This design comes from an exercise in tuning for small area on the open sky130 flow, not from production work.
Only simulation tests tie the RTL to the original design; equivalence was not proved.

==> flow/design.v (outline; a module is shown in full before it is edited, if it fits) <==
// module rp_adc_frontend: 33 lines
// module rp_pid_channel: 2790 lines
// module rp_fa: 10 lines
// module rp_ha: 9 lines
// module rp_err: 141 lines
// module rp_hn: 9 lines
// module rp_or2: 7 lines
// module rp_output_limiter: 81 lines
// module rp_dac_formatter: 28 lines
// module rp_lock_top: 59 lines
module rp_lock_top (
  input  logic         adc_clk,
  input  logic         rst_n_i,
  input  logic [31:0]  adc_dat_i,
  input  logic         digital_loop_i,
  input  logic [93:0]  pid_cfg_i,
  input  logic [83:0]  limit_cfg_i,
  output logic [13:0]  dac_dat_o,
  output logic         dac_sel_o,
  output logic [3:0]   railed_o
);
  // ...
==> flow/flow/run.sh <==
#!/bin/bash
# Layout flow: the standard ORFS flow (standard.sh, unchanged synthesis), with the
# port buffers that global placement inserts made of the smallest buffer cell.
set -euo pipefail
cd "$(dirname "$0")/.."
bash standard.sh BUFFER_PORTS_ARGS="-buffer_cell sky130_fd_sc_hd__buf_1" finish > flow_make.log 2>&1
==> flow/standard.sh <==
#!/bin/bash
# synth_recipe.tcl (not shown) runs the flow's synth.tcl, then flattens the netlist and writes it again
# the make line also repeats each setting of config.mk as NAME=value (left out here)
make -C /OpenROAD-flow-scripts/flow DESIGN_CONFIG=/design/flow/config.mk WORK_HOME=/design/flow/orfs CLKGATE_MAP_FILE= SYNTH_SCRIPT=/design/flow/synth_recipe.tcl "${@:-finish}"
==> flow/config.mk <==
export PLATFORM = sky130hd
export DESIGN_NAME = rp_lock_top
export DESIGN_NICKNAME = rp_lock_top
export VERILOG_FILES = /design/flow/design.v
export SDC_FILE = /design/flow/constraint.sdc
export NUM_CORES = 4
export LEC_CHECK = 0
export CAP_MARGIN = 20
export CORE_MARGIN = 2
export CORE_UTILIZATION = 40
export SLEW_MARGIN = 20
export SYNTH_HIERARCHICAL = 1
export SYNTH_MINIMUM_KEEP_SIZE = 0
==> flow/constraint.sdc <==
create_clock -name core_clock -period 13.0 [get_ports {adc_clk}]
set_input_delay 2.6000 -clock core_clock [delete_from_list [all_inputs] [get_ports {adc_clk}]]
set_output_delay 2.6000 -clock core_clock [all_outputs]
set_load 0.01 [all_outputs]
==> results.txt, run 1 <==
outcome=no timing/DRC/antenna violations; Worst-Margin Slew=about 1100 ps; CTS buffer count=17; number of remaining DRC errors=0; max-slew violations=0; largest net degree at the start of global routing=75; n_diodes=13; critical path type=input pin to flip-flop; M2 GR Usage=approximately 40%; Routed Antenna Nets=0; gr ovfl total=0; Period Utilization, post-route=a little over nine tenths; Mapped Cells=3384; Layout Cells excl Fill=4715; placed instance count=between 4k and 5k; global-route wire length before repair=164000 um; sequential share of cell area=10.4%; CTS root buffer=clkbuf_16; RSZ-0062 raised after global routing=no; nets=4730; Setup crit end kind=flip-flop; H-tree depth=4; dpl hpwl=81100 um; nonclk buf count=328; most frequent cells in the layout=nand2_1 (978), fa_1 (950), buf_1 (225), inv_1 (141), buf_4 (91); pre-CTS setup slack=~260 ps; reg2reg end=g_ch[1].i_pid.ctrl_q[0]; WP depth=34; reg2reg start=i_frontend.sample_q[15]; non-clk buf share=about 4.4%; CP delay by family, top=adder cells; setup tns final=0 ps; synth warn=10; Post-CTS Resized=0; Max stage delay on crit path=570 ps; Critical Path Most Common Cell=fa_1; largest class=multi-input combinational cells; setup ws final=818 ps; Rel. slew slack=23.4%; worst hold margin=roughly 400 ps
==> run 2, diff against run 1 <==
--- a/flow/design.v
+++ b/flow/design.v
@@ -768,125 +768,116 @@
 logic ps_s665;
 logic ps_c666;
 logic ps_i667;
 logic ps_s668;
 logic ps_c669;
 logic ps_i670;
 logic ps_s671;
 logic ps_c672;
-logic ps_s673;
-logic ps_c674;
-logic ps_s675;
-logic ps_c676;
-logic ps_s677;
-logic ps_c678;
-logic ps_s679;
-logic ps_c680;
-logic ps_s681;
-logic ps_c682;
-logic ps_s683;
-logic ps_c684;
-logic ps_s685;
-logic ps_c686;
-logic ps_s687;
-logic ps_c688;
-logic ps_s689;
-logic ps_c690;
-logic ps_s691;
-logic ps_c692;
-logic ps_s693;
-logic ps_c694;
-logic ps_s695;
-logic ps_c696;
-logic ps_s697;
-logic ps_c698;
-logic ps_x699;
-logic ps_p700;
-logic ps_x701;
-logic ps_p702;
-logic ps_x703;
-logic ps_p704;
-logic ps_x705;
-logic ps_p706;
-logic ps_k707;
-logic ps_s708;
-logic ps_c709;
-logic ps_s710;
-logic ps_c711;
-logic ps_s712;
-logic ps_c713;
-logic ps_s714;
-logic ps_c715;
-logic ps_x716;
-logic ps_p717;
-logic ps_x718;
-logic ps_p719;
-logic ps_x720;
-logic ps_p721;
-logic ps_x722;
-logic ps_p723;
-logic ps_k724;
-logic ps_s725;
-logic ps_c726;
-logic ps_s727;
-logic ps_c728;
-logic ps_s729;
-logic ps_c730;
-logic ps_s731;
-logic ps_c732;
-logic ps_x733;
-logic ps_p734;
-logic ps_x735;
-logic ps_p736;
-logic ps_x737;
-logic ps_p738;
-logic ps_x739;
-logic ps_p740;
-logic ps_k741;
-logic ps_s742;
-logic ps_c743;
-logic ps_s744;
-logic ps_c745;
-logic ps_s746;
-logic ps_c747;
-logic ps_s748;
-logic ps_c749;
-logic ps_x750;
-logic ps_p751;
-logic ps_x752;
-logic ps_p753;
-logic ps_x754;
-logic ps_p755;
-logic ps_x756;
-logic ps_p757;
-logic ps_k758;
-logic ps_s759;
-logic ps_c760;
-logic ps_s761;
-logic ps_c762;
-logic ps_s763;
-logic ps_c764;
-logic ps_s765;
-logic ps_c766;
-logic ps_x767;
-logic ps_p768;
+logic ps_m673;
+logic ps_m674;
+logic ps_m675;
+logic ps_m676;
+logic ps_m677;
+logic ps_m678;
+logic ps_m679;
+logic ps_m680;
+logic ps_m681;
+logic ps_s682;
+logic ps_c683;
+logic ps_s684;
+logic ps_c685;
+logic ps_s686;
+logic ps_c687;
+logic ps_s688;
+logic ps_c689;
+logic ps_x690;
+logic ps_p691;
+logic ps_x692;
+logic ps_p693;
+logic ps_x694;
+logic ps_p695;
+logic ps_x696;
+logic ps_p697;
+logic ps_k698;
+logic ps_s699;
+logic ps_c700;
+logic ps_s701;
+logic ps_c702;
+logic ps_s703;
+logic ps_c704;
+logic ps_s705;
+logic ps_c706;
+logic ps_x707;
+logic ps_p708;
+logic ps_x709;
+logic ps_p710;
+logic ps_x711;
+logic ps_p712;
+logic ps_x713;
+logic ps_p714;
+logic ps_k715;
+logic ps_s716;
+logic ps_c717;
+logic ps_s718;
+logic ps_c719;
+logic ps_s720;
+logic ps_c721;
+logic ps_s722;
+logic ps_c723;
+logic ps_x724;
+logic ps_p725;
+logic ps_x726;
+logic ps_p727;
+logic ps_x728;
+logic ps_p729;
+logic ps_x730;
+logic ps_p731;
+logic ps_k732;
+logic ps_s733;
+logic ps_c734;
+logic ps_s735;
+logic ps_c736;
+logic ps_s737;
+logic ps_c738;
+logic ps_s739;
+logic ps_c740;
+logic ps_x741;
+logic ps_p742;
+logic ps_x743;
+logic ps_p744;
+logic ps_x745;
+logic ps_p746;
+logic ps_x747;
+logic ps_p748;
+logic ps_k749;
+logic ps_s750;
+logic ps_c751;
+logic ps_s752;
+logic ps_c753;
+logic ps_s754;
+logic ps_c755;
+logic ps_s756;
+logic ps_c757;
+logic ps_x758;
+logic ps_p759;
+logic ps_x760;
+logic ps_p761;
+logic ps_x762;
+logic ps_p763;
+logic ps_x764;
+logic ps_p765;
+logic ps_k766;
+logic ps_s767;
+logic ps_c768;
 logic ps_x769;
 logic ps_p770;
 logic ps_x771;
 logic ps_p772;
-logic ps_x773;
-logic ps_p774;
-logic ps_k775;
-logic ps_s776;
-logic ps_c777;
-logic ps_x778;
-logic ps_p779;
-logic ps_x780;
-logic ps_p781;
 logic pt_pp1;
 logic pt_pp2;
 logic pt_pp3;
 logic pt_pp4;
 logic pt_pp5;
 logic pt_pp6;
 logic pt_pp7;
 logic pt_pp8;
@@ -2141,95 +2132,95 @@
 rp_fa u_ps_s659 (.a(ps_s547), .b(ps_c602), .c(ps_s603), .s(ps_s659), .co(ps_c660));
 rp_fa u_ps_s661 (.a(ps_c548), .b(ps_s605), .c(ps_c604), .s(ps_s661), .co(ps_c662));
 rp_fa u_ps_s663 (.a(ps_s555), .b(ps_c606), .c(ps_s607), .s(ps_s663), .co(ps_c664));
 rp_fa u_ps_s665 (.a(ps_c556), .b(ps_s610), .c(ps_c608), .s(ps_s665), .co(ps_c666));
 assign ps_i667 = ~ps_c560;
 rp_fa u_ps_s668 (.a(ps_i667), .b(ps_s613), .c(ps_c611), .s(ps_s668), .co(ps_c669));
 assign ps_i670 = ~ps_pp224;
 rp_fa u_ps_s671 (.a(ps_i670), .b(ps_pp240), .c(ps_c614), .s(ps_s671), .co(ps_c672));
-rp_hn u_ps_s673 (.a(ps_pp2), .b(ps_pp17), .s(ps_s673), .co(ps_c674));
-rp_fa u_ps_s675 (.a(ps_pp33), .b(ps_c674), .c(ps_s615), .s(ps_s675), .co(ps_c676));
-rp_fa u_ps_s677 (.a(ps_c616), .b(ps_c676), .c(ps_s617), .s(ps_s677), .co(ps_c678));
-rp_fa u_ps_s679 (.a(ps_c618), .b(ps_s619), .c(ps_c678), .s(ps_s679), .co(ps_c680));
-rp_fa u_ps_s681 (.a(ps_c620), .b(ps_s621), .c(ps_c680), .s(ps_s681), .co(ps_c682));
-rp_fa u_ps_s683 (.a(ps_c622), .b(ps_s623), .c(ps_c682), .s(ps_s683), .co(ps_c684));
-rp_fa u_ps_s685 (.a(ps_c624), .b(ps_s625), .c(ps_c684), .s(ps_s685), .co(ps_c686));
-rp_fa u_ps_s687 (.a(ps_c626), .b(ps_s627), .c(ps_c686), .s(ps_s687), .co(ps_c688));
-rp_fa u_ps_s689 (.a(ps_c628), .b(ps_s629), .c(ps_c688), .s(ps_s689), .co(ps_c690));
-rp_hn u_ps_s691 (.a(ps_c630), .b(ps_s631), .s(ps_s691), .co(ps_c692));
-rp_fa u_ps_s693 (.a(ps_c632), .b(ps_c692), .c(ps_s633), .s(ps_s693), .co(ps_c694));
-rp_fa u_ps_s695 (.a(ps_c634), .b(ps_s635), .c(ps_c694), .s(ps_s695), .co(ps_c696));
-rp_fa u_ps_s697 (.a(ps_c636), .b(ps_s637), .c(ps_c696), .s(ps_s697), .co(ps_c698));
-assign ps_x699 = ps_s691 ^ ps_c690;
-assign ps_p700 = ~ps_s691;
-assign ps_x701 = ps_s693 ^ (~ps_c690 & ps_p700);
-assign ps_p702 = ps_p700 & ~ps_s693;
-assign ps_x703 = ps_s695 ^ (~ps_c690 & ps_p702);
-assign ps_p704 = ps_p702 & ~ps_s695;
-assign ps_x705 = ps_s697 ^ (~ps_c690 & ps_p704);
-assign ps_p706 = ps_p704 & ~ps_s697;
-assign ps_k707 = (~ps_c698) | (~ps_c690 & ps_p706);
-rp_hn u_ps_s708 (.a(ps_c638), .b(ps_s639), .s(ps_s708), .co(ps_c709));
-rp_fa u_ps_s710 (.a(ps_c640), .b(ps_c709), .c(ps_s641), .s(ps_s710), .co(ps_c711));
-rp_fa u_ps_s712 (.a(ps_c642), .b(ps_s643), .c(ps_c711), .s(ps_s712), .co(ps_c713));
-rp_fa u_ps_s714 (.a(ps_c644), .b(ps_s645), .c(ps_c713), .s(ps_s714), .co(ps_c715));
-assign ps_x716 = ps_s708 ^ ps_k707;
-assign ps_p717 = ~ps_s708;
-assign ps_x718 = ps_s710 ^ (ps_k707 & ps_p717);
-assign ps_p719 = ps_p717 & ~ps_s710;
-assign ps_x720 = ps_s712 ^ (ps_k707 & ps_p719);
-assign ps_p721 = ps_p719 & ~ps_s712;
-assign ps_x722 = ps_s714 ^ (ps_k707 & ps_p721);
-assign ps_p723 = ps_p721 & ~ps_s714;
-assign ps_k724 = (~ps_c715) | (ps_k707 & ps_p723);
-rp_hn u_ps_s725 (.a(ps_c646), .b(ps_s647), .s(ps_s725), .co(ps_c726));
-rp_fa u_ps_s727 (.a(ps_c648), .b(ps_s649), .c(ps_c726), .s(ps_s727), .co(ps_c728));
-rp_fa u_ps_s729 (.a(ps_c650), .b(ps_s651), .c(ps_c728), .s(ps_s729), .co(ps_c730));
-rp_fa u_ps_s731 (.a(ps_c652), .b(ps_s653), .c(ps_c730), .s(ps_s731), .co(ps_c732));
-assign ps_x733 = ps_s725 ^ ps_k724;
-assign ps_p734 = ~ps_s725;
-assign ps_x735 = ps_s727 ^ (ps_k724 & ps_p734);
-assign ps_p736 = ps_p734 & ~ps_s727;
-assign ps_x737 = ps_s729 ^ (ps_k724 & ps_p736);
-assign ps_p738 = ps_p736 & ~ps_s729;
-assign ps_x739 = ps_s731 ^ (ps_k724 & ps_p738);
-assign ps_p740 = ps_p738 & ~ps_s731;
-assign ps_k741 = (~ps_c732) | (ps_k724 & ps_p740);
-rp_hn u_ps_s742 (.a(ps_c654), .b(ps_s655), .s(ps_s742), .co(ps_c743));
-rp_fa u_ps_s744 (.a(ps_c656), .b(ps_s657), .c(ps_c743), .s(ps_s744), .co(ps_c745));
-rp_fa u_ps_s746 (.a(ps_c658), .b(ps_s659), .c(ps_c745), .s(ps_s746), .co(ps_c747));
-rp_fa u_ps_s748 (.a(ps_c660), .b(ps_s661), .c(ps_c747), .s(ps_s748), .co(ps_c749));
-assign ps_x750 = ps_s742 ^ ps_k741;
-assign ps_p751 = ~ps_s742;
-assign ps_x752 = ps_s744 ^ (ps_k741 & ps_p751);
-assign ps_p753 = ps_p751 & ~ps_s744;
-assign ps_x754 = ps_s746 ^ (ps_k741 & ps_p753);
-assign ps_p755 = ps_p753 & ~ps_s746;
-assign ps_x756 = ps_s748 ^ (ps_k741 & ps_p755);
-assign ps_p757 = ps_p755 & ~ps_s748;
-assign ps_k758 = (~ps_c749) | (ps_k741 & ps_p757);
-rp_hn u_ps_s759 (.a(ps_c662), .b(ps_s663), .s(ps_s759), .co(ps_c760));
-rp_fa u_ps_s761 (.a(ps_c664), .b(ps_s665), .c(ps_c760), .s(ps_s761), .co(ps_c762));
-rp_fa u_ps_s763 (.a(ps_s668), .b(ps_c666), .c(ps_c762), .s(ps_s763), .co(ps_c764));
-rp_fa u_ps_s765 (.a(ps_s671), .b(ps_c669), .c(ps_c764), .s(ps_s765), .co(ps_c766));
-assign ps_x767 = ps_s759 ^ ps_k758;
-assign ps_p768 = ~ps_s759;
-assign ps_x769 = ps_s761 ^ (ps_k758 & ps_p768);
-assign ps_p770 = ps_p768 & ~ps_s761;
-assign ps_x771 = ps_s763 ^ (ps_k758 & ps_p770);
-assign ps_p772 = ps_p770 & ~ps_s763;
-assign ps_x773 = ps_s765 ^ (ps_k758 & ps_p772);
-assign ps_p774 = ps_p772 & ~ps_s765;
-assign ps_k775 = (~ps_c766) | (ps_k758 & ps_p774);
-rp_hn u_ps_s776 (.a(ps_c672), .b(ps_pp224), .s(ps_s776), .co(ps_c777));
-assign ps_x778 = ps_s776 ^ ps_k775;
-assign ps_p779 = ~ps_s776;
-assign ps_x780 = ps_c777 ^ (ps_k775 & ps_p779);
-assign ps_p781 = ps_p779 & ps_c777;
+assign ps_m673 = ps_pp2 | ps_pp17;
+assign ps_m674 = (ps_s615 & ps_pp33) | (ps_s615 & ps_m673) | (ps_pp33 & ps_m673);
+assign ps_m675 = (ps_c616 & ps_s617) | (ps_c616 & ps_m674) | (ps_s617 & ps_m674);
+assign ps_m676 = (ps_c618 & ps_s619) | (ps_c618 & ps_m675) | (ps_s619 & ps_m675);
+assign ps_m677 = (ps_c620 & ps_s621) | (ps_c620 & ps_m676) | (ps_s621 & ps_m676);
+assign ps_m678 = (ps_c622 & ps_s623) | (ps_c622 & ps_m677) | (ps_s623 & ps_m677);
+assign ps_m679 = (ps_c624 & ps_s625) | (ps_c624 & ps_m678) | (ps_s625 & ps_m678);
+assign ps_m680 = (ps_c626 & ps_s627) | (ps_c626 & ps_m679) | (ps_s627 & ps_m679);
+assign ps_m681 = (ps_c628 & ps_s629) | (ps_c628 & ps_m680) | (ps_s629 & ps_m680);
+rp_hn u_ps_s682 (.a(ps_c630), .b(ps_s631), .s(ps_s682), .co(ps_c683));
+rp_fa u_ps_s684 (.a(ps_c632), .b(ps_c683), .c(ps_s633), .s(ps_s684), .co(ps_c685));
+rp_fa u_ps_s686 (.a(ps_c634), .b(ps_s635), .c(ps_c685), .s(ps_s686), .co(ps_c687));
+rp_fa u_ps_s688 (.a(ps_c636), .b(ps_s637), .c(ps_c687), .s(ps_s688), .co(ps_c689));
+assign ps_x690 = ps_s682 ^ ps_m681;
+assign ps_p691 = ~ps_s682;
+assign ps_x692 = ps_s684 ^ (~ps_m681 & ps_p691);
+assign ps_p693 = ps_p691 & ~ps_s684;
+assign ps_x694 = ps_s686 ^ (~ps_m681 & ps_p693);
+assign ps_p695 = ps_p693 & ~ps_s686;
+assign ps_x696 = ps_s688 ^ (~ps_m681 & ps_p695);
+assign ps_p697 = ps_p695 & ~ps_s688;
+assign ps_k698 = (~ps_c689) | (~ps_m681 & ps_p697);
+rp_hn u_ps_s699 (.a(ps_c638), .b(ps_s639), .s(ps_s699), .co(ps_c700));
+rp_fa u_ps_s701 (.a(ps_c640), .b(ps_c700), .c(ps_s641), .s(ps_s701), .co(ps_c702));
+rp_fa u_ps_s703 (.a(ps_c642), .b(ps_s643), .c(ps_c702), .s(ps_s703), .co(ps_c704));
+rp_fa u_ps_s705 (.a(ps_c644), .b(ps_s645), .c(ps_c704), .s(ps_s705), .co(ps_c706));
+assign ps_x707 = ps_s699 ^ ps_k698;
+assign ps_p708 = ~ps_s699;
+assign ps_x709 = ps_s701 ^ (ps_k698 & ps_p708);
+assign ps_p710 = ps_p708 & ~ps_s701;
+assign ps_x711 = ps_s703 ^ (ps_k698 & ps_p710);
+assign ps_p712 = ps_p710 & ~ps_s703;
+assign ps_x713 = ps_s705 ^ (ps_k698 & ps_p712);
+assign ps_p714 = ps_p712 & ~ps_s705;
+assign ps_k715 = (~ps_c706) | (ps_k698 & ps_p714);
+rp_hn u_ps_s716 (.a(ps_c646), .b(ps_s647), .s(ps_s716), .co(ps_c717));
+rp_fa u_ps_s718 (.a(ps_c648), .b(ps_s649), .c(ps_c717), .s(ps_s718), .co(ps_c719));
+rp_fa u_ps_s720 (.a(ps_c650), .b(ps_s651), .c(ps_c719), .s(ps_s720), .co(ps_c721));
+rp_fa u_ps_s722 (.a(ps_c652), .b(ps_s653), .c(ps_c721), .s(ps_s722), .co(ps_c723));
+assign ps_x724 = ps_s716 ^ ps_k715;
+assign ps_p725 = ~ps_s716;
+assign ps_x726 = ps_s718 ^ (ps_k715 & ps_p725);
+assign ps_p727 = ps_p725 & ~ps_s718;
+assign ps_x728 = ps_s720 ^ (ps_k715 & ps_p727);
+assign ps_p729 = ps_p727 & ~ps_s720;
+assign ps_x730 = ps_s722 ^ (ps_k715 & ps_p729);
+assign ps_p731 = ps_p729 & ~ps_s722;
+assign ps_k732 = (~ps_c723) | (ps_k715 & ps_p731);
+rp_hn u_ps_s733 (.a(ps_c654), .b(ps_s655), .s(ps_s733), .co(ps_c734));
+rp_fa u_ps_s735 (.a(ps_c656), .b(ps_s657), .c(ps_c734), .s(ps_s735), .co(ps_c736));
+rp_fa u_ps_s737 (.a(ps_c658), .b(ps_s659), .c(ps_c736), .s(ps_s737), .co(ps_c738));
+rp_fa u_ps_s739 (.a(ps_c660), .b(ps_s661), .c(ps_c738), .s(ps_s739), .co(ps_c740));
+assign ps_x741 = ps_s733 ^ ps_k732;
+assign ps_p742 = ~ps_s733;
+assign ps_x743 = ps_s735 ^ (ps_k732 & ps_p742);
+assign ps_p744 = ps_p742 & ~ps_s735;
+assign ps_x745 = ps_s737 ^ (ps_k732 & ps_p744);
+assign ps_p746 = ps_p744 & ~ps_s737;
+assign ps_x747 = ps_s739 ^ (ps_k732 & ps_p746);
+assign ps_p748 = ps_p746 & ~ps_s739;
+assign ps_k749 = (~ps_c740) | (ps_k732 & ps_p748);
+rp_hn u_ps_s750 (.a(ps_c662), .b(ps_s663), .s(ps_s750), .co(ps_c751));
+rp_fa u_ps_s752 (.a(ps_c664), .b(ps_s665), .c(ps_c751), .s(ps_s752), .co(ps_c753));
+rp_fa u_ps_s754 (.a(ps_s668), .b(ps_c666), .c(ps_c753), .s(ps_s754), .co(ps_c755));
+rp_fa u_ps_s756 (.a(ps_s671), .b(ps_c669), .c(ps_c755), .s(ps_s756), .co(ps_c757));
+assign ps_x758 = ps_s750 ^ ps_k749;
+assign ps_p759 = ~ps_s750;
+assign ps_x760 = ps_s752 ^ (ps_k749 & ps_p759);
+assign ps_p761 = ps_p759 & ~ps_s752;
+assign ps_x762 = ps_s754 ^ (ps_k749 & ps_p761);
+assign ps_p763 = ps_p761 & ~ps_s754;
+assign ps_x764 = ps_s756 ^ (ps_k749 & ps_p763);
+assign ps_p765 = ps_p763 & ~ps_s756;
+assign ps_k766 = (~ps_c757) | (ps_k749 & ps_p765);
+rp_hn u_ps_s767 (.a(ps_c672), .b(ps_pp224), .s(ps_s767), .co(ps_c768));
+assign ps_x769 = ps_s767 ^ ps_k766;
+assign ps_p770 = ~ps_s767;
+assign ps_x771 = ps_c768 ^ (ps_k766 & ps_p770);
+assign ps_p772 = ps_p770 & ps_c768;
 assign pt_pp1 = ~(e[0] & ki[0]);
 assign pt_pp2 = ~(e[0] & ki[1]);
 assign pt_pp3 = ~(e[0] & ki[2]);
 assign pt_pp4 = ~(e[0] & ki[3]);
 assign pt_pp5 = ~(e[0] & ki[4]);
 assign pt_pp6 = ~(e[0] & ki[5]);
 assign pt_pp7 = ~(e[0] & ki[6]);
 assign pt_pp8 = ~(e[0] & ki[7]);
@@ -2770,36 +2761,36 @@
 assign pt_x797 = pt_s789 ^ (pt_k782 & pt_p796);
 assign pt_p798 = pt_p796 & ~pt_s789;
 assign pt_k799 = (~pt_c790) | (pt_k782 & pt_p798);
 rp_hn u_pt_s800 (.a(pt_c694), .b(pt_pp224), .s(pt_s800), .co(pt_c801));
 assign pt_x802 = pt_s800 ^ pt_k799;
 assign pt_p803 = ~pt_s800;
 assign pt_x804 = pt_c801 ^ (pt_k799 & pt_p803);
 assign pt_p805 = pt_p803 & pt_c801;
-assign s_sum[12] = ~ps_x703;
-assign s_sum[13] = ~ps_x705;
-assign s_sum[14] = ~ps_x716;
-assign s_sum[15] = ~ps_x718;
-assign s_sum[16] = ~ps_x720;
-assign s_sum[17] = ~ps_x722;
-assign s_sum[18] = ~ps_x733;
-assign s_sum[19] = ~ps_x735;
-assign s_sum[20] = ~ps_x737;
-assign s_sum[21] = ~ps_x739;
-assign s_sum[22] = ~ps_x750;
-assign s_sum[23] = ~ps_x752;
-assign s_sum[24] = ~ps_x754;
-assign s_sum[25] = ~ps_x756;
-assign s_sum[26] = ~ps_x767;
-assign s_sum[27] = ~ps_x769;
-assign s_sum[28] = ~ps_x771;
-assign s_sum[29] = ~ps_x773;
-assign s_sum[30] = ~ps_x778;
-assign s_sum[31] = ps_x780;
+assign s_sum[12] = ~ps_x694;
+assign s_sum[13] = ~ps_x696;
+assign s_sum[14] = ~ps_x707;
+assign s_sum[15] = ~ps_x709;
+assign s_sum[16] = ~ps_x711;
+assign s_sum[17] = ~ps_x713;
+assign s_sum[18] = ~ps_x724;
+assign s_sum[19] = ~ps_x726;
+assign s_sum[20] = ~ps_x728;
+assign s_sum[21] = ~ps_x730;
+assign s_sum[22] = ~ps_x741;
+assign s_sum[23] = ~ps_x743;
+assign s_sum[24] = ~ps_x745;
+assign s_sum[25] = ~ps_x747;
+assign s_sum[26] = ~ps_x758;
+assign s_sum[27] = ~ps_x760;
+assign s_sum[28] = ~ps_x762;
+assign s_sum[29] = ~ps_x764;
+assign s_sum[30] = ~ps_x769;
+assign s_sum[31] = ps_x771;
 assign t_sum[0] = ~pt_s695;
 assign t_sum[1] = ~pt_s697;
 assign t_sum[2] = ~pt_s699;
 assign t_sum[3] = ~pt_s701;
 assign t_sum[4] = ~pt_s703;
 assign t_sum[5] = ~pt_s705;
 assign t_sum[6] = ~pt_s707;
 assign t_sum[7] = ~pt_s709;
==> flow/flow/run.sh (replaced) <==
#!/bin/bash
# Layout flow: the standard ORFS flow (standard.sh, with its unchanged synthesis), with
#  - the port buffers that global placement inserts made of the smallest buffer cell, and
#  - clock tree synthesis without dummy load cells (ORFS's CTS arguments otherwise).
# make's full output goes to flow_make.log; each ORFS step logs under orfs/logs/.
set -euo pipefail
cd "$(dirname "$0")/.."
bash standard.sh \
  BUFFER_PORTS_ARGS="-buffer_cell sky130_fd_sc_hd__buf_1" \
  CTS_ARGS="-sink_clustering_enable -repair_clock_nets -dont_use_dummy_load" \
  finish > flow_make.log 2>&1
==> flow/config.mk (replaced) <==
export PLATFORM = sky130hd
export DESIGN_NAME = rp_lock_top
export DESIGN_NICKNAME = rp_lock_top
export VERILOG_FILES = /design/flow/design.v
export SDC_FILE = /design/flow/constraint.sdc
export NUM_CORES = 4
export LEC_CHECK = 0
export CAP_MARGIN = 20
export CORE_MARGIN = 2
export CORE_UTILIZATION = 40
export GPL_TIMING_DRIVEN = 0
export SLEW_MARGIN = 20
export SYNTH_HIERARCHICAL = 1
export SYNTH_MINIMUM_KEEP_SIZE = 0
==> results.txt, run 2 <==
DR vias/cell=5.47; maxcap violations=0; H-tree depth=4 (unchanged); Main synth FF type=dfrtp_1; CP max stage cell=clkbuf_1; Post-CTS Resized=1 (+1); I/O pins=232; setup bufs post-CTS=0; Worst-Margin Slew=879 ps (-264 ps); Die W=304 um; crit path max fanout=10; Routed Antenna Nets=0 (unchanged); Fin. Hold Viols=0; via count=26.5k; Avg Inst Size Synth=approximately 11 sq um; number of remaining DRC errors=0 (unchanged); setup tns final=0 ps (unchanged); most common cell after layout, fill and taps aside=nand2_1; critical path type=input pin to flip-flop; post-synth cell types=90; outcome=no timing/DRC/antenna violations; crit path time final=12560 ps; Setup crit end kind=flip-flop; CTS tree=built; Period Utilization, post-route=96.6% (+2.9 points); Die Y=304 um; clk slew on worst S/H paths=70 ps; initial DRC count=slightly below 2k; global-route wire length before repair=173000 um (+5.8%); layout cell share with drive strength beyond 1=7.78%; vias in the first global route=29.1k; Rel. slew slack=41.1% (+18 points); # hold bufs at CTS=0; worst path arrival time=12960 ps; Post-Syn Area=0.0361 sq mm; Placed Area=a little under 0.04 sq mm; Die ar.=around 0.093 sq mm; sequential element share of the synthesized area=a little under an eighth; Mapped Cells=3416 (+0.95%); post-synth top area share=51.8%; Filler cells=8686; Final Wtd Congestion=about 0.95; Worst EP required=13400 ps; number of flip-flops in the largest register=56; EDFF count, synth=0; FF/Latch Area=a little over 0.004 sq mm; Clock Skew=24.8 ps; IO Port Bufs=224; worst hold margin=406 ps (+5.02 ps); final instance area=a little under 0.04 sq mm; TritonCTS sink count=about 160; Pre-Repair DR Iteration Count=5; Max stage delay on crit path=570 ps (about the same); max-slew violations=0 (unchanged); most frequent cells in the layout=nand2_1 (964), fa_1 (934), buf_1 (223), inv_1 (157), clkbuf_1 (156); Avg WL per Cell=22.8 um; gr usage total=24.5%; initial antenna violation count=9; CP delay by family, top=adder cells; area of the multi-input gates=0.0304 sq mm; gr ovfl total=0 (unchanged); most common cell in the synthesized netlist=nand2_1; largest net degree at the start of global routing=32 (-57%); Max clock buf depth=2; area delta synth->final=8.00%; dpl hpwl=93300 um (+15%); synth warn=10 (unchanged); Worst Setup Start Kind=input pin; Worst Path Buf+Inv=7; Hold WC Path Type=flip-flop to flip-flop; Largest Register=g_ch.i_pid.integ_nq; Async S/R FF share, synth=100%; Initial Util=40.2%; Setup violations, final=0; top cells by area, synth=fa_1 (52%), nand2_1 (10%), dfrtp_1 (6.2%), dfstp_2 (5.0%), a21bo_1 (2.3%); CTS buffer count=17 (unchanged); Critical Path Most Common Cell=fa_1; synthesized flop and latch total=159; Clk Latency, worst-skew pair=470 ps; Fmax=0.0796 GHz; nets=4865 (+2.9%); Core Region=approximately 0.090 sq mm; # rows=110; CTS root buffer=clkbuf_16; Routed WL=roughly 110000 um; Synth area leader=fa_1; synth cell count leaders=nand2_1 (964), fa_1 (934), clkbuf_1 (162)
run 2: path summary, 6_finish.rpt:
check | depth (start not counted) | endpoint | slack [ps] | start
hold reg to reg | 1 | i_dac.code_q[4] | 410 | g_ch[0].i_limit.lim_q[4]
setup / recovery | 37 | g_ch[1].i_pid.integ_nq[9] | 440 | pid_cfg_i[79]
setup reg to reg | 35 | g_ch[0].i_pid.integ_nq[9] | 2270 | i_frontend.sample_q[0]
min in group asynchronous | 1 | g_ch[1].i_pid.integ_nq[4] | 2560 | rst_n_i
hold / removal | 1 | i_dac.code_q[4] | 410 | g_ch[0].i_limit.lim_q[4]
max in group asynchronous | 5 | i_dac.code_q[8] | 9460 | rst_n_i
run 2: area by class of cell:
class                   count  area share, %
diodes                      6         0.0385
plain buffers             216           2.85
clock buffers              17           1.09
inverters                 157           1.51
multi-input cells        2884           77.9
flip-flops and latches    159           10.4
well taps                1176           3.78
repair buffers            229           2.42
run 2: Yosys stat by module (local to each module, per instance), excerpt:
| module | times used | cells | flops+latches | area (sq um) |
|---|---|---|---|---|
| rp_pid_channel | 2 | 861 | 42 | 5190 |
| rp_adc_frontend | 1 | 88 | 28 | 1100 |
| rp_dac_formatter | 1 | 32 | 15 | 568 |
| rp_or2 | 82 | 1 | 0 | 6.26 |
| rp_fa | 934 | 1 | 0 | 20.0 |
| rp_hn | 82 | 1 | 0 | 10.0 |
| rp_output_limiter | 2 | 174 | 16 | 1510 |
| rp_ha | 10 | 1 | 0 | 12.5 |
| rp_err | 2 | 59 | 0 | 429 |
run 2: logic make-up (layout without fill, tap and decap cells):
logic type,count (synthesis),count (layout),synth area share (%)
simple gates,1344,1344,16.2
compound gates,362,362,9.06
xor+xnor,96,96,2.37
other cells,0,6,0
fa+ha+maj,1008,1008,54.3
mux,74,74,2.17
buf+inv,373,619,4.69
flops,159,159,11.3
run 2: per-layer routing:
metal	vias up	part of all wire (%)	GRT usage, %
li1	11400	-	-
met1	13900	42	33.7
met2	1014	48	40.0
met3	141	7.1	4.56
met4	2	2.8	6.69
met5	-	0.0082	0
run 2: through the flow:
| stage | instances | setup slack [ps] | utilization (%) |
|---|---|---|---|
| final | 4844 | 441 | 43.4 |
| after global routing | 4840 | -5.97 | 43.4 |
| after CTS | 4838 | 110 | 43.4 |
| after detailed placement | 4821 | -567 | 42.9 |
| after global placement | 4816 | -522 | 42.8 |
| after floorplan | 3416 | 1200 | - |
==> run 3, diff against run 2 <==
--- a/flow/config.mk
+++ b/flow/config.mk
@@ -6,9 +6,8 @@
 export NUM_CORES = 4
 export LEC_CHECK = 0
-export CAP_MARGIN = 20
+export CAP_MARGIN = 5
 export CORE_MARGIN = 2
 export CORE_UTILIZATION = 40
-export GPL_TIMING_DRIVEN = 0
-export SLEW_MARGIN = 20
+export SLEW_MARGIN = 5
 export SYNTH_HIERARCHICAL = 1
 export SYNTH_MINIMUM_KEEP_SIZE = 0
==> results.txt, run 3 <==
Clk Latency, worst-skew pair=490 ps (+20 ps); Initial Util=40.2% (unchanged); Core Region=0.0897 sq mm (unchanged); EDFF count, synth=0 (unchanged); Final Wtd Congestion=0.922 (-2.6%); Clock Skew=26.1 ps (+1.25 ps); I/O pins=232 (unchanged); crit path max fanout=15 (+5); Hold WC Path Type=flip-flop to flip-flop; Period Utilization, post-route=93.9% (-2.7 points); Die ar.=0.0926 sq mm (unchanged); Max stage delay on crit path=890 ps (+320 ps); Avg WL per Cell=21.4 um (-6.1%); TritonCTS sink count=159 (unchanged); gr ovfl total=0 (unchanged); outcome=no timing/DRC/antenna violations; Post-Syn Area=0.0361 sq mm (unchanged); synth warn=10 (unchanged); IO Port Bufs=227 (+1.3%); GRT met1 Usage=30.6% (-3.0 points); placed instance count=4702 (-2.5%); Fmax=0.0819 GHz (+2.9%); via count=26.1k (-1.6%); Async S/R FF share, synth=100% (unchanged); synthesized flop and latch total=159 (unchanged); Worst EP required=13350 ps (-50 ps); Routed Antenna Nets=0 (unchanged); area delta synth->final=7.22%; Die W=304 um (unchanged); setup tns final=0 ps (unchanged); Critical Path Most Common Cell=fa_1; dpl hpwl=81500 um (-13%); most common cell in the synthesized netlist=nand2_1; post-synth top area share=51.8% (unchanged); Setup violations, final=0 (unchanged); CP max stage cell=nor3_2; sequential element share of the synthesized area=11.3% (unchanged); # hold bufs at CTS=0 (unchanged); gr busiest metal=met2; Filler cells=8629 (-0.66%); Post-CTS Resized=0 (-1); # rows=110 (unchanged); CTS root buffer=clkbuf_16; largest net degree at the start of global routing=155 (+380%); final instance area=0.0387 sq mm (-0.73%); CTS buffer count=17 (unchanged); Routed WL=101000 um (-8.4%); gr usage total=22.9% (-1.6 points); initial DRC count=1990 (+1.9%); crit path time final=12210 ps (-350 ps); Synth area leader=fa_1; Fin. Hold Viols=0 (unchanged); worst path arrival time=12560 ps (-400 ps); nets=4746 (-2.4%); maxcap violations=0 (unchanged); max-slew violations=0 (unchanged); RSZ-0062 raised after global routing=no; top cells by area, synth=fa_1 (52%), nand2_1 (10%), dfrtp_1 (6.2%), dfstp_2 (5.0%), a21bo_1 (2.3%); Pre-Repair DR Iteration Count=5 (unchanged); Worst-Margin Slew=1120 ps (+242 ps); Layout Cells excl Fill=4727 (-2.4%); Largest Register=g_ch.i_pid.integ_nq; Die Y=304 um (unchanged); Rel. slew slack=24.9% (-16 points); number of remaining DRC errors=0 (unchanged); Setup crit end kind=flip-flop; critical path type=input pin to flip-flop; H-tree depth=4 (unchanged); most frequent cells in the layout=nand2_1 (964), fa_1 (934), buf_1 (225), inv_1 (157), buf_4 (93); worst hold margin=407 ps (+1.15 ps); Mapped Cells=3416 (unchanged); most common cell after layout, fill and taps aside=nand2_1; number of flip-flops in the largest register=56 (unchanged); DR vias/cell=5.51 (+0.79%); post-synth cell types=90 (unchanged); vias in the first global route=28.8k (-1.1%); Worst Setup Start Kind=input pin; Avg Inst Size Synth=10.6 sq um (unchanged); M3 GR Usage=4.02% (-0.54 points); setup bufs post-CTS=0 (unchanged); Main synth FF type=dfrtp_1; synth cell count leaders=nand2_1 (964), fa_1 (934), clkbuf_1 (162); global-route wire length before repair=165000 um (-4.8%); pre-CTS setup slack=261 ps (+827 ps); Max clock buf depth=2 (unchanged); layout cell share with drive strength beyond 1=9.43% (+1.6 points); CTS tree=built; initial antenna violation count=16 (+7); M2 GR Usage=38.4% (-1.5 points); clk slew on worst S/H paths=70 ps (about the same); Placed Area=0.0382 sq mm (-0.66%); setup ws final=791 ps (+350 ps)
==> run 3: changes by cell type in the layout (fill, tap and decap cells not counted), moves of 4 or more <==
cell	before	now
xnor2_2	2	6
xnor2_1	56	52
buf_4	34	93
clkbuf_1	156	0
xor2_2	1	8
clkbuf_2	5	1
buf_2	4	0
buf_6	15	0
xor2_1	36	30
==> run 3: critical path, delay by kind of cell <==
kind	cells	cell delay, ps
compound gates	9	1940
xor+xnor	2	730
buf+inv	5	370
fa+ha+maj	14	5330
simple gates	5	1570
==> run 3: layout make-up <==
cell class / instances / area, sq um / share of cell area [%]
clock buffers: 17 / 425 / 1.10
multi-input cells: 2884 / 30400 / 78.7
repair buffers: 326 / 1680 / 4.33
diodes: 8 / 20.0 / 0.0517
inverters: 157 / 589 / 1.52
flip-flops and latches: 159 / 4070 / 10.5
well taps: 1176 / 1470 / 3.80
==> run 3: final timing paths <==
kind                                     startpoint  cells after the start  slack (ps)                          to
max in group asynchronous                   rst_n_i                      2        9810     g_ch[0].i_pid.ctrl_q[8]
min reg2reg                g_ch[0].i_limit.lim_q[8]                      1         410             i_dac.code_q[8]
min in group asynchronous                   rst_n_i                      1        2120   g_ch[1].i_pid.integ_nq[7]
max reg2reg                  i_frontend.sample_q[0]                     33        2640  g_ch[0].i_pid.integ_nq[10]
max                                   pid_cfg_i[32]                     35         790  g_ch[0].i_pid.integ_nq[10]
min                        g_ch[0].i_limit.lim_q[8]                      1         410             i_dac.code_q[8]
==> run 3: kinds of logic (layout without fill, tap and decap cells) <==
family | after synthesis | after routing | synth area share (%)
xor+xnor | 96 | 96 | 2.37
mux | 74 | 74 | 2.17
flops | 159 | 159 | 11.3
other cells | 0 | 8 | 0
compound gates | 362 | 362 | 9.06
buf+inv | 373 | 500 | 4.69
fa+ha+maj | 1008 | 1008 | 54.3
simple gates | 1344 | 1344 | 16.2
==> run 3: layer usage <==
layer,routed length (um),up-vias
met5,147,-
met4,2180,20
met3,6170,143
met2,50700,867
met1,41800,13900
li1,-,11100
==> run 3: per-module statistics from Yosys, one instance, submodules excluded, excerpt <==
module	times used	cell area, sq um	flops+latches	cells inside
rp_adc_frontend	1	1100	28	88
rp_dac_formatter	1	568	15	32
rp_err	2	429	0	59
rp_fa	934	20.0	0	1
rp_ha	10	12.5	0	1
rp_hn	82	10.0	0	1
rp_or2	82	6.26	0	1
rp_output_limiter	2	1510	16	174
rp_pid_channel	2	5190	42	861
==> run 3: through the flow <==
step | utilization (%)
2_1_floorplan | -
3_3_place_gp | 42.6
3_5_place_dp | 42.6
4_1_cts | 43.1
5_1_grt | 43.1
6_report | 43.1
==> run 4, diff against run 3 <==
--- a/flow/flow/run.sh
+++ b/flow/flow/run.sh
@@ -1,4 +1,6 @@
 #!/bin/bash
 # Layout flow: the standard ORFS flow (standard.sh, with its unchanged synthesis), with
+#  - the buffers Yosys/ABC inserted removed at floorplan (repair_design later buffers what
+#    the placed design needs),
 #  - the port buffers that global placement inserts made of the smallest buffer cell, and
 #  - clock tree synthesis without dummy load cells (ORFS's CTS arguments otherwise).
@@ -7,4 +9,5 @@
 cd "$(dirname "$0")/.."
 bash standard.sh \
+  REMOVE_ABC_BUFFERS=1 \
   BUFFER_PORTS_ARGS="-buffer_cell sky130_fd_sc_hd__buf_1" \
   CTS_ARGS="-sink_clustering_enable -repair_clock_nets -dont_use_dummy_load" \
--- a/flow/config.mk
+++ b/flow/config.mk
@@ -9,4 +9,5 @@
 export CORE_MARGIN = 2
 export CORE_UTILIZATION = 40
+export GPL_TIMING_DRIVEN = 0
 export SLEW_MARGIN = 5
 export SYNTH_HIERARCHICAL = 1
==> results.txt, run 4 <==
min-delay src=g_ch[0].i_limit.lim_q[7]; Largest Register=g_ch.i_pid.integ_nq; Critical Path Most Common Cell=fa_1; CTS root buffer=clkbuf_16; area of the multi-input gates=0.0307 sq mm (+0.71%); Filler cells=8618 (-0.13%); CP max stage cell=ha_4; Avg WL per Cell=22.9 um (+7.3%); Fin. Hold Viols=0 (unchanged); number of remaining DRC errors=0 (unchanged); Worst Setup Start Kind=input pin; crit path time final=12560 ps (+346 ps); worst hold margin=405 ps (-2.54 ps); placed instance count=4630 (-1.5%); pre-CTS setup slack=-454 ps (-714 ps); Setup violations, final=0 (unchanged); TritonCTS sink count=159 (unchanged); max-slew violations=0 (unchanged); DR vias/cell=5.63 (+2.1%); Routed Antenna Nets=0 (unchanged); number of flip-flops in the largest register=56 (unchanged); # rows=110 (unchanged); synthesized flop and latch total=159 (unchanged); Pre-Repair DR Iteration Count=5 (unchanged); nets=4677 (-1.5%); setup tns final=0 ps (unchanged); Synth area leader=fa_1; # hold bufs at CTS=0 (unchanged); H-tree depth=4 (unchanged); Worst EP required=13400 ps (+50 ps); Core Region=0.0897 sq mm (unchanged); post-synth cell types=90 (unchanged); Fmax=0.0796 GHz (-2.8%); Mapped Cells=3416 (unchanged); gr ovfl total=0 (unchanged); top cells by area, synth=fa_1 (52%), nand2_1 (10%), dfrtp_1 (6.2%), dfstp_2 (5.0%), a21bo_1 (2.3%); RSZ-0062 raised after global routing=no; Worst-Margin Slew=1330 ps (+208 ps); EDFF count, synth=0 (unchanged); Final Wtd Congestion=0.884 (-4.2%); CTS buffer count=17 (unchanged); Clk Latency, worst-skew pair=500 ps (about the same); clk slew on worst S/H paths=70 ps (about the same); crit path max fanout=32 (+17); maxcap violations=0 (unchanged); Max stage delay on crit path=630 ps (-260 ps); initial antenna violation count=19 (+3); largest net degree at the start of global routing=36 (-77%); synth cell count leaders=nand2_1 (964), fa_1 (934), clkbuf_1 (162); IO Port Bufs=227 (unchanged); setup ws final=445 ps (-346 ps); Worst Setup SP=pid_cfg_i[79]; initial DRC count=2037 (+2.4%); Post-Syn Area=0.0361 sq mm (unchanged); Layout Cells excl Fill=4659 (-1.4%); via count=26.2k (+0.64%); worst path arrival time=12950 ps (+390 ps); CTS tree=built; Async S/R FF share, synth=100% (unchanged); Max clock buf depth=2 (unchanged); Hold WC Path Type=flip-flop to flip-flop; Avg Inst Size Synth=10.6 sq um (unchanged); FF/Latch Area=0.00407 sq mm (unchanged); Routed WL=107000 um (+5.8%); Rel. slew slack=11.1% (-14 points); worst-case reg-to-reg path depth=32 (-3.0%); WHS Path Cells=1 (unchanged); outcome=no timing/DRC/antenna violations; synth warn=10 (unchanged); Die ar.=0.0926 sq mm (unchanged); vias in the first global route=29.0k (+0.67%); reg2reg start=i_frontend.sample_q[14]; layout cell share with drive strength beyond 1=8.09% (-1.3 points); most frequent cells in the layout=nand2_1 (964), fa_1 (928), buf_1 (225), inv_1 (156), dfrtp_1 (90); most common cell in the synthesized netlist=nand2_1; Main synth FF type=dfrtp_1; I/O pins=232 (unchanged); Setup crit end kind=flip-flop; critical path type=input pin to flip-flop; gr usage total=24.2% (+1.3 points); area delta synth->final=7.04%; post-synth top area share=51.8% (unchanged); Die W=304 um (unchanged); reg2reg end=g_ch[1].i_pid.integ_nq[6]; Clock Skew=30.7 ps (+4.65 ps); Period Utilization, post-route=96.6% (+2.7 points); dpl hpwl=85000 um (+4.3%); most common cell after layout, fill and taps aside=nand2_1; global-route wire length before repair=171000 um (+3.8%); Die Y=304 um (unchanged); Initial Util=40.2% (unchanged); R2R Setup Slk=2330 ps (-310 ps); sequential element share of the synthesized area=11.3% (unchanged); Hold EP=i_dac.code_q[7]
-- run 4: changes by cell type in the layout (fill, tap and decap cells not counted), sizes merged --
cell / delta
clkinv: +1
inv: -1
diode: +1
clkbuf: -2
buf: -67
-- run 4: critical path, delay by kind of cell --
kind                       cells  cell delay, ps
adders and majority gates     14            5810
buffers and inverters          5             440
AOI/OAI and AO/OA              9            2550
xor gates and xnor gates       1             360
and+or+nand+nor                5            1140
-- run 4: worst max-delay path by stage --
stage,endpoint,cells after the start
detailed placement,g_ch[1].i_pid.integ_nq[1],34
global route,g_ch[1].i_pid.integ_nq[9],34
CTS,g_ch[1].i_pid.integ_nq[6],34
global placement,g_ch[1].i_pid.integ_nq[0],35
finish,g_ch[1].i_pid.integ_nq[6],34
floorplan,g_ch[0].i_pid.integ_nq[10],34
-- run 4: routing by layer --
metal / track usage [%] / vias to the layer above / routed length (um)
met3: 4.35 / 120 / 7520
met4: 6.30 / 12 / 2180
met2: 37.4 / 970 / 48900
li1: - / 11000 / -
met1: 35.3 / 14100 / 48100
met5: 0 / - / 64
-- run 4: area by class of cell --
| class | count | share of cell area, % |
|---|---|---|
| clock buffer | 17 | 1.10 |
| timing repair buffer | 257 | 3.60 |
| sequential | 159 | 10.5 |
| tap | 1176 | 3.81 |
| multi-input combinational | 2884 | 79.4 |
| antenna | 9 | 0.0583 |
| inverter | 157 | 1.53 |
-- run 4: stage by stage --
stage / area (sq um) / utilization [%]
2_1_floorplan: 35000 / -
3_3_place_gp: 37300 / 41.6
3_5_place_dp: 38100 / 42.4
4_1_cts: 38500 / 42.9
5_1_grt: 38600 / 43.0
6_report: 38600 / 43.0
-- run 4: modules after synthesis, one instance, submodules excluded, a selection --
module	times used	cell area, sq um	flops+latches
rp_hn	82	10.0	0
rp_dac_formatter	1	568	15
rp_pid_channel	2	5190	42
rp_fa	934	20.0	0
rp_output_limiter	2	1510	16
rp_ha	10	12.5	0
-- run 4: cell families (layout without fill, tap and decap cells) --
logic type	Yosys count	after routing	synth area share (%)
AOI/OAI and AO/OA	362	362	9.06
xor gates and xnor gates	96	96	2.37
adders and majority gates	1008	1008	54.3
buffers and inverters	373	431	4.69
DFF	159	159	11.3
muxes	74	74	2.17
other	0	9	0
and+or+nand+nor	1344	1344	16.2
-- run 4: what timing repair did --
action                                  4_1_cts  5_1_grt
hold endpoints to repair                      0        0
endpoints found under the setup margin        0       56
resized for setup                             0        8
setup buffers                                 0        3
==> run 5, diff against run 4 <==
--- a/flow/config.mk
+++ b/flow/config.mk
@@ -8,5 +8,5 @@
 export CAP_MARGIN = 5
 export CORE_MARGIN = 2
-export CORE_UTILIZATION = 40
+export CORE_UTILIZATION = 55
 export GPL_TIMING_DRIVEN = 0
 export SLEW_MARGIN = 5
==> results.txt, run 5 <==
number of flip-flops in the largest register=56 (unchanged); Pre-Repair DR Iteration Count=6 (+1); reg2reg end=g_ch[0].i_pid.integ_nq[7]; post-synth cell types=90 (unchanged); sequential element share of the synthesized area=11.3% (unchanged); most frequent cells in the layout=nand2_1 (964), fa_1 (928), buf_1 (225), inv_1 (157), dfrtp_1 (90); Worst Path Buf+Inv=4 (-1); CTS root buffer=clkbuf_16; Worst Setup SP=pid_cfg_i[32]; outcome=no timing/DRC/antenna violations; post-synth top area share=51.8% (unchanged); CTS tree=built; Routed Antenna Nets=0 (unchanged); most common cell in the synthesized netlist=nand2_1; setup tns final=0 ps (unchanged); Setup violations, final=0 (unchanged); clk slew on worst S/H paths=70 ps (about the same); H-tree depth=4 (unchanged); Worst Setup Start Kind=input pin; Post-Syn Area=0.0361 sq mm (unchanged); R2R Setup Slk=2330 ps (about the same); Worst EP required=13420 ps (+20 ps); Core Region=0.0647 sq mm (-28%); initial antenna violation count=2 (-17); TritonCTS sink count=159 (unchanged); Max stage delay on crit path=920 ps (+290 ps); Die ar.=0.0677 sq mm (-27%); Rel. slew slack=11.0% (-0.12 points); worst path arrival time=12970 ps (+20 ps); CP Capture Point=g_ch[0].i_pid.integ_nq[7]; EDFF count, synth=0 (unchanged); Period Utilization, post-route=96.6% (about the same); Fmax=0.0797 GHz (about the same); CP delay by family, top=adder cells; Clk Latency, worst-skew pair=500 ps (about the same); Die Y=260 um (-15%); Clock Skew=21.9 ps (-8.82 ps); Hold WC Path Type=flip-flop to flip-flop; initial DRC count=2098 (+3.0%); global-route wire length before repair=168000 um (-1.7%); most common cell after layout, fill and taps aside=nand2_1; Worst-Margin Slew=1330 ps (+1.76 ps); Async S/R FF share, synth=100% (unchanged); dpl hpwl=81400 um (-4.2%); Largest Register=g_ch.i_pid.integ_nq; layout cell share with drive strength beyond 1=8.14% (+0.048 points); Setup crit end kind=flip-flop; setup bufs post-CTS=0 (unchanged); number of remaining DRC errors=0 (unchanged); Die W=260 um (-15%); area delta synth->final=6.11%; gr ovfl total=0 (unchanged); Avg WL per Cell=24.3 um (+5.8%); I/O pins=232 (unchanged); CTS buffer count=17 (unchanged); Filler cells=5457 (-37%); critical path type=input pin to flip-flop; Main synth FF type=dfrtp_1; Max clock buf depth=2 (unchanged); Routed WL=105000 um (-1.6%); Final Wtd Congestion=0.892 (+0.93%); max-slew violations=0 (unchanged); top cells by area, synth=fa_1 (52%), nand2_1 (10%), dfrtp_1 (6.2%), dfstp_2 (5.0%), a21bo_1 (2.3%); worst hold margin=434 ps (+28.9 ps); # rows=93 (-15%); gr usage total=32.9% (+8.7 points); WP depth=34 (unchanged); crit path max fanout=32 (unchanged); Mapped Cells=3416 (unchanged); CP max stage cell=ha_2; Fin. Hold Viols=0 (unchanged); Critical Path Most Common Cell=fa_1; worst-case reg-to-reg path depth=32 (unchanged); reg2reg start=i_frontend.sample_q[0]; IO Port Bufs=227 (unchanged); Avg Inst Size Synth=10.6 sq um (unchanged); synth cell count leaders=nand2_1 (964), fa_1 (934), clkbuf_1 (162); # hold bufs at CTS=0 (unchanged); maxcap violations=0 (unchanged); Initial Util=55.8% (+16 points); Post-CTS Resized=0 (unchanged); via count=26.3k (+0.33%); DR vias/cell=6.07 (+7.8%); nets=4681 (+0.086%); synth warn=10 (unchanged); largest net degree at the start of global routing=43 (+19%); crit path time final=12550 ps (-0.450 ps); vias in the first global route=30.0k (+3.4%); Synth area leader=fa_1; synthesized flop and latch total=159 (unchanged)
-- run 5: cell types whose count changed in the layout (fill, tap and decap cells not counted), sizes merged --
cell / previous run / this run
buf: 257 / 261
clkinv: 1 / 0
diode: 9 / 2
inv: 156 / 157
-- run 5: worst min-delay path by stage --
stage | depth (start not counted) | slack, ps | endpoint | start
after floorplan | 1 | 390 | i_dac.code_q[0] | g_ch[0].i_limit.lim_q[0]
after global placement | 1 | 420 | i_dac.code_q[12] | g_ch[0].i_limit.lim_q[12]
after detailed placement | 1 | 430 | i_dac.code_q[12] | g_ch[0].i_limit.lim_q[12]
after CTS | 1 | 440 | i_dac.code_q[12] | g_ch[0].i_limit.lim_q[12]
after global routing | 1 | 470 | i_dac.code_q[12] | g_ch[0].i_limit.lim_q[12]
final | 1 | 430 | i_dac.code_q[12] | g_ch[0].i_limit.lim_q[12]
-- run 5: cell type report --
type	instances	area, sq um	share of cell area [%]
diodes	2	5.00	0.0131
clock buffers	17	425	1.11
inverters	157	589	1.54
multi-input cells	2884	30600	80.0
flip-flops and latches	159	4070	10.6
well taps	855	1070	2.79
repair buffers	261	1510	3.94
-- run 5: cells by family (layout without fill, tap and decap cells) --
group / count (synthesis) / in the layout / synth area share (%)
and+or+nand+nor: 1344 / 1344 / 16.2
adders and majority gates: 1008 / 1008 / 54.3
buffers and inverters: 373 / 435 / 4.69
AOI/OAI and AO/OA: 362 / 362 / 9.06
DFF: 159 / 159 / 11.3
xor gates and xnor gates: 96 / 96 / 2.37
muxes: 74 / 74 / 2.17
other: 0 / 2 / 0
-- run 5: layer usage --
layer | GRT usage, % | up-vias | part of all wire [%]
met5 | 0 | - | 0
met4 | 9.02 | 0 | 2.3
met3 | 5.31 | 171 | 7.8
met2 | 53.6 | 1165 | 48
met1 | 46.1 | 14000 | 42
li1 | - | 11000 | -
-- run 5: worst register-to-register path, delay by kind of cell, from the launching register on --
family,cells,cell delay [ps]
DFF,1,380
buffers and inverters,2,160
xor gates and xnor gates,1,460
and+or+nand+nor,5,1060
adders and majority gates,14,5970
AOI/OAI and AO/OA,10,2590
-- run 5: per-stage QoR --
step | cell area (sq um) | worst slack [ps] | std cells | utilization (%)
floorplan | 35000 | 429 | 3200 | -
global placement | 36900 | -2270 | 4282 | 57.0
detailed placement | 37800 | -228 | 4316 | 58.5
CTS | 38300 | 278 | 4333 | 59.1
global route | 38300 | -6.83 | 4335 | 59.2
finish | 38300 | 445 | 4335 | 59.2
-- run 5: per-module statistics from Yosys (local to each module, per instance), excerpt --
module             area (sq um)  cells  flip-flops and latches
rp_fa                      20.0      1                       0
rp_output_limiter          1510    174                      16
rp_hn                      10.0      1                       0
rp_ha                      12.5      1                       0
rp_err                      429     59                       0
rp_or2                     6.26      1                       0
rp_pid_channel             5190    861                      42
rp_adc_frontend            1100     88                      28
rp_dac_formatter            568     32                      15
==> module rp_hn, before the edit <==
module rp_hn (
  input  logic a,
  input  logic b,
  output logic s,
  output logic co
);
rp_or2 u_or (.a(a), .b(b), .y(co));
assign s = (a & b) | ~co;
endmodule
==> run 6, diff against run 5 <==
--- a/flow/design.v
+++ b/flow/design.v
@@ -3024,6 +3024,13 @@
   output logic co
 );
-rp_or2 u_or (.a(a), .b(b), .y(co));
-assign s = (a & b) | ~co;
+rp_or2  u_or (.a(a), .b(b), .y(co));
+rp_xn2  u_xn (.a(a), .b(b), .y(s));
+endmodule
+module rp_xn2 (
+  input  logic a,
+  input  logic b,
+  output logic y
+);
+assign y = ~(a ^ b);
 endmodule
 module rp_or2 (
--- a/flow/config.mk
+++ b/flow/config.mk
@@ -8,5 +8,5 @@
 export CAP_MARGIN = 5
 export CORE_MARGIN = 2
-export CORE_UTILIZATION = 55
+export CORE_UTILIZATION = 40
 export GPL_TIMING_DRIVEN = 0
 export SLEW_MARGIN = 5
==> results.txt, run 6 <==
Hold WC Path Type=flip-flop to flip-flop; TritonCTS sink count=159 (unchanged); Worst Setup SP=pid_cfg_i[79]; Max clock buf depth=2 (unchanged); nets=4683 (+0.043%); area delta synth->final=7.28%; dpl hpwl=84100 um (+3.2%); sequential element share of the synthesized area=11.3% (+0.032 points); Critical Path Most Common Cell=fa_1; Avg Inst Size Synth=10.5 sq um (-0.28%); Worst-Margin Slew=1290 ps (-42.5 ps); DR vias/cell=5.52 (-9.0%); synth cell count leaders=nand2_1 (964), fa_1 (934), clkbuf_1 (162); Clk Latency, worst-skew pair=500 ps (about the same); Rel. slew slack=14.0% (+3.0 points); Filler cells=8515 (+56%); min-delay src=g_ch[1].i_limit.lim_q[9]; global-route wire length before repair=170000 um (+1.1%); FF/Latch Area=0.00407 sq mm (unchanged); clk slew on worst S/H paths=70 ps (about the same); Post-Syn Area=0.0360 sq mm (-0.28%); RSZ-0062 raised after global routing=no; Clock Skew=32.3 ps (+10.4 ps); via count=25.8k (-1.9%); initial DRC count=1950 (-7.1%); CTS buffer count=17 (unchanged); most frequent cells in the layout=nand2_1 (964), fa_1 (928), buf_1 (225), inv_1 (157), xnor2_1 (134); worst path arrival time=12800 ps (-170 ps); H-tree depth=4 (unchanged); IO Port Bufs=227 (unchanged); Setup crit end kind=flip-flop; outcome=no timing/DRC/antenna violations; gr ovfl total=0 (unchanged); worst hold margin=403 ps (-31.0 ps); Fin. Hold Viols=0 (unchanged); EDFF count, synth=0 (unchanged); gr usage total=24.2% (-8.7 points); WHS Path Cells=1 (unchanged); layout cell share with drive strength beyond 1=8.25% (+0.11 points); synth warn=10 (unchanged); Initial Util=40.2% (-16 points); Avg WL per Cell=22.6 um (-6.8%); reg2reg start=i_frontend.sample_q[14]; Die Y=304 um (+17%); max-slew violations=0 (unchanged); Fmax=0.0807 GHz (+1.3%); post-synth cell types=89 (-1.1%); Async S/R FF share, synth=100% (unchanged); crit path max fanout=32 (unchanged); Synth area leader=fa_1; Routed Antenna Nets=0 (unchanged); CP max stage cell=ha_4; Layout Utilization=43.1% (-16 points); crit path time final=12390 ps (-167 ps); # rows=110 (+18%); vias in the first global route=28.5k (-4.7%); area of the multi-input gates=0.0306 sq mm (-0.25%); Core Region=0.0896 sq mm (+38%); number of flip-flops in the largest register=56 (unchanged); Max stage delay on crit path=620 ps (-300 ps); most common cell after layout, fill and taps aside=nand2_1; maxcap violations=0 (unchanged); Period Utilization, post-route=95.3% (-1.3 points); Setup violations, final=0 (unchanged); Mapped Cells=3416 (unchanged); number of remaining DRC errors=0 (unchanged); largest net degree at the start of global routing=41 (-4.7%); critical path type=input pin to flip-flop; Pre-Repair DR Iteration Count=5 (-1); worst-case reg-to-reg path depth=32 (unchanged); Worst Setup Start Kind=input pin; initial antenna violation count=20 (+18); CTS root buffer=clkbuf_16; most common cell in the synthesized netlist=nand2_1; I/O pins=232 (unchanged); Routed WL=106000 um (+0.49%); top cells by area, synth=fa_1 (52%), nand2_1 (10%), dfrtp_1 (6.3%), dfstp_2 (5.0%), xnor2_1 (3.4%); CTS tree=built; Worst EP required=13410 ps (about the same); Final Wtd Congestion=0.880 (-1.3%); Die W=304 um (+17%); Largest Register=g_ch.i_pid.integ_nq; Main synth FF type=dfrtp_1; post-synth top area share=52.0% (+0.15 points); # hold bufs at CTS=0 (unchanged); synthesized flop and latch total=159 (unchanged); Die ar.=0.0924 sq mm (+36%); Layout Cells excl Fill=4673 (+7.8%); placed instance count=4632 (+7.3%)
-- run 6: changes by cell type in the layout (fill, tap and decap cells not counted) --
| cell | change |
|---|---|
| xor2_1 | -2 |
| ha_2 | -1 |
| ha_4 | +1 |
| buf_12 | -3 |
| buf_8 | -1 |
| buf_6 | +1 |
| xnor2_1 | +82 |
| buf_4 | +6 |
| a21bo_1 | -82 |
| xor2_2 | +2 |
| buf_16 | -1 |
| diode_2 | +15 |
-- run 6: logic make-up after synthesis --
family          after synthesis  synth area share, %
fa+ha+maj                  1008                 54.4
mux                          74                 2.17
xor+xnor                    178                 4.37
compound gates              280                 6.81
flops                       159                 11.3
simple gates               1344                 16.2
buf+inv                     373                 4.70
-- run 6: final cells by class --
cell class	count	share of cell area (%)
multi-input combinational	2884	79.1
sequential	159	10.5
tap	1176	3.81
timing repair buffer	263	3.79
inverter	157	1.53
clock buffer	17	1.10
antenna	17	0.110
-- run 6: modules after synthesis (local to each module, per instance), excerpt --
module	cells inside	times used	cell area [sq um]	flip-flops and latches
rp_fa	1	934	20.0	0
rp_err	59	2	429	0
rp_xn2	1	82	8.76	0
rp_dac_formatter	32	1	568	15
rp_pid_channel	861	2	5190	42
rp_adc_frontend	88	1	1100	28
rp_output_limiter	174	2	1510	16
rp_ha	1	10	12.5	0
-- run 6: path summary, 6_finish.rpt --
| check | to | slack, ps |
|---|---|---|
| max | g_ch[1].i_pid.integ_nq[9] | 610 |
| min | i_dac.code_q[9] | 400 |
| max reg2reg | g_ch[1].i_pid.integ_nq[9] | 2500 |
| min reg2reg | i_dac.code_q[9] | 400 |
| max in group asynchronous | g_ch[0].i_pid.integ_nq[27] | 9590 |
| min in group asynchronous | g_ch[1].i_limit.railed_q[1] | 2070 |
-- run 6: stage by stage --
step	TNS (ps)	area [sq um]	setup slack (ps)
3_5_place_dp	-16380	38000	-376
2_1_floorplan	0	34900	423
3_3_place_gp	-176310	37200	-2400
5_1_grt	0	38600	119
6_report	0	38600	612
4_1_cts	0	38400	146
-- run 6: critical path: cells and delay by family --
family | cells | cell delay (ps)
AND/OR/NAND/NOR | 5 | 1080
buffers and inverters | 5 | 440
AO/OA/AOI/OAI | 9 | 2500
adder cells (fa/ha/maj) | 14 | 5770
XOR/XNOR | 1 | 370
-- run 6: layer usage --
metal	GRT usage, %	up-vias	routed length, um
met5	0	-	34
met4	7.34	6	2830
met3	4.39	127	7770
met2	37.3	1012	48100
met1	34.7	13700	46900
li1	-	10900	-
-- run 6: what timing repair did --
item,in CTS,in global routing
gates resized for setup,0,7
setup endpoints to repair,0,54
buffers inserted,0,7
hold endpoints to repair,0,0

## re-timing with driven ports
In the flow no input, the clock included, has a driving cell. The finished layouts below were timed again as built, in two steps. Step 1: set_driving_cell puts a clkbuf_16 on adc_clk and a buf_2 on each other input, an assumption about the parent block. Step 2 adds t to the input delays and takes it off the output delays; t is the mean of the earliest and latest rising clock arrival at the registers after step 1. Input paths then give back, and output paths get back, about the clock's delay inside the block. Three values: ideal, step 1, step 2; two values: the first two.
| run | shift t [ns] | setup slack, ns | worst setup path at the end | worst slew at a driven data input, ns |
|---|---|---|---|---|
| run 1 | 0.554 | 0.818 / 0.863 / 0.309 | input to register | 0.12 |
| run 2 | 0.528 | 0.441 / 0.486 / -0.042 | input to register | 0.17 |
| run 3 | 0.552 | 0.791 / 0.781 / 0.228 | input to register | 0.15 |
| run 4 | 0.540 | 0.445 / 0.473 / -0.067 | input to register | 0.21 |
| run 5 | 0.537 | 0.445 / 0.480 / -0.057 | input to register | 0.08 |
| run 6 | 0.546 | 0.612 / 0.643 / 0.098 | input to register | 0.17 |
Met with ideal ports but missed after step 2: setup timing in run 2, run 4 and run 5. For run 3, which loses most, drivers alone change the setup slack by -0.010 ns; drivers and shift together by -0.563 ns.
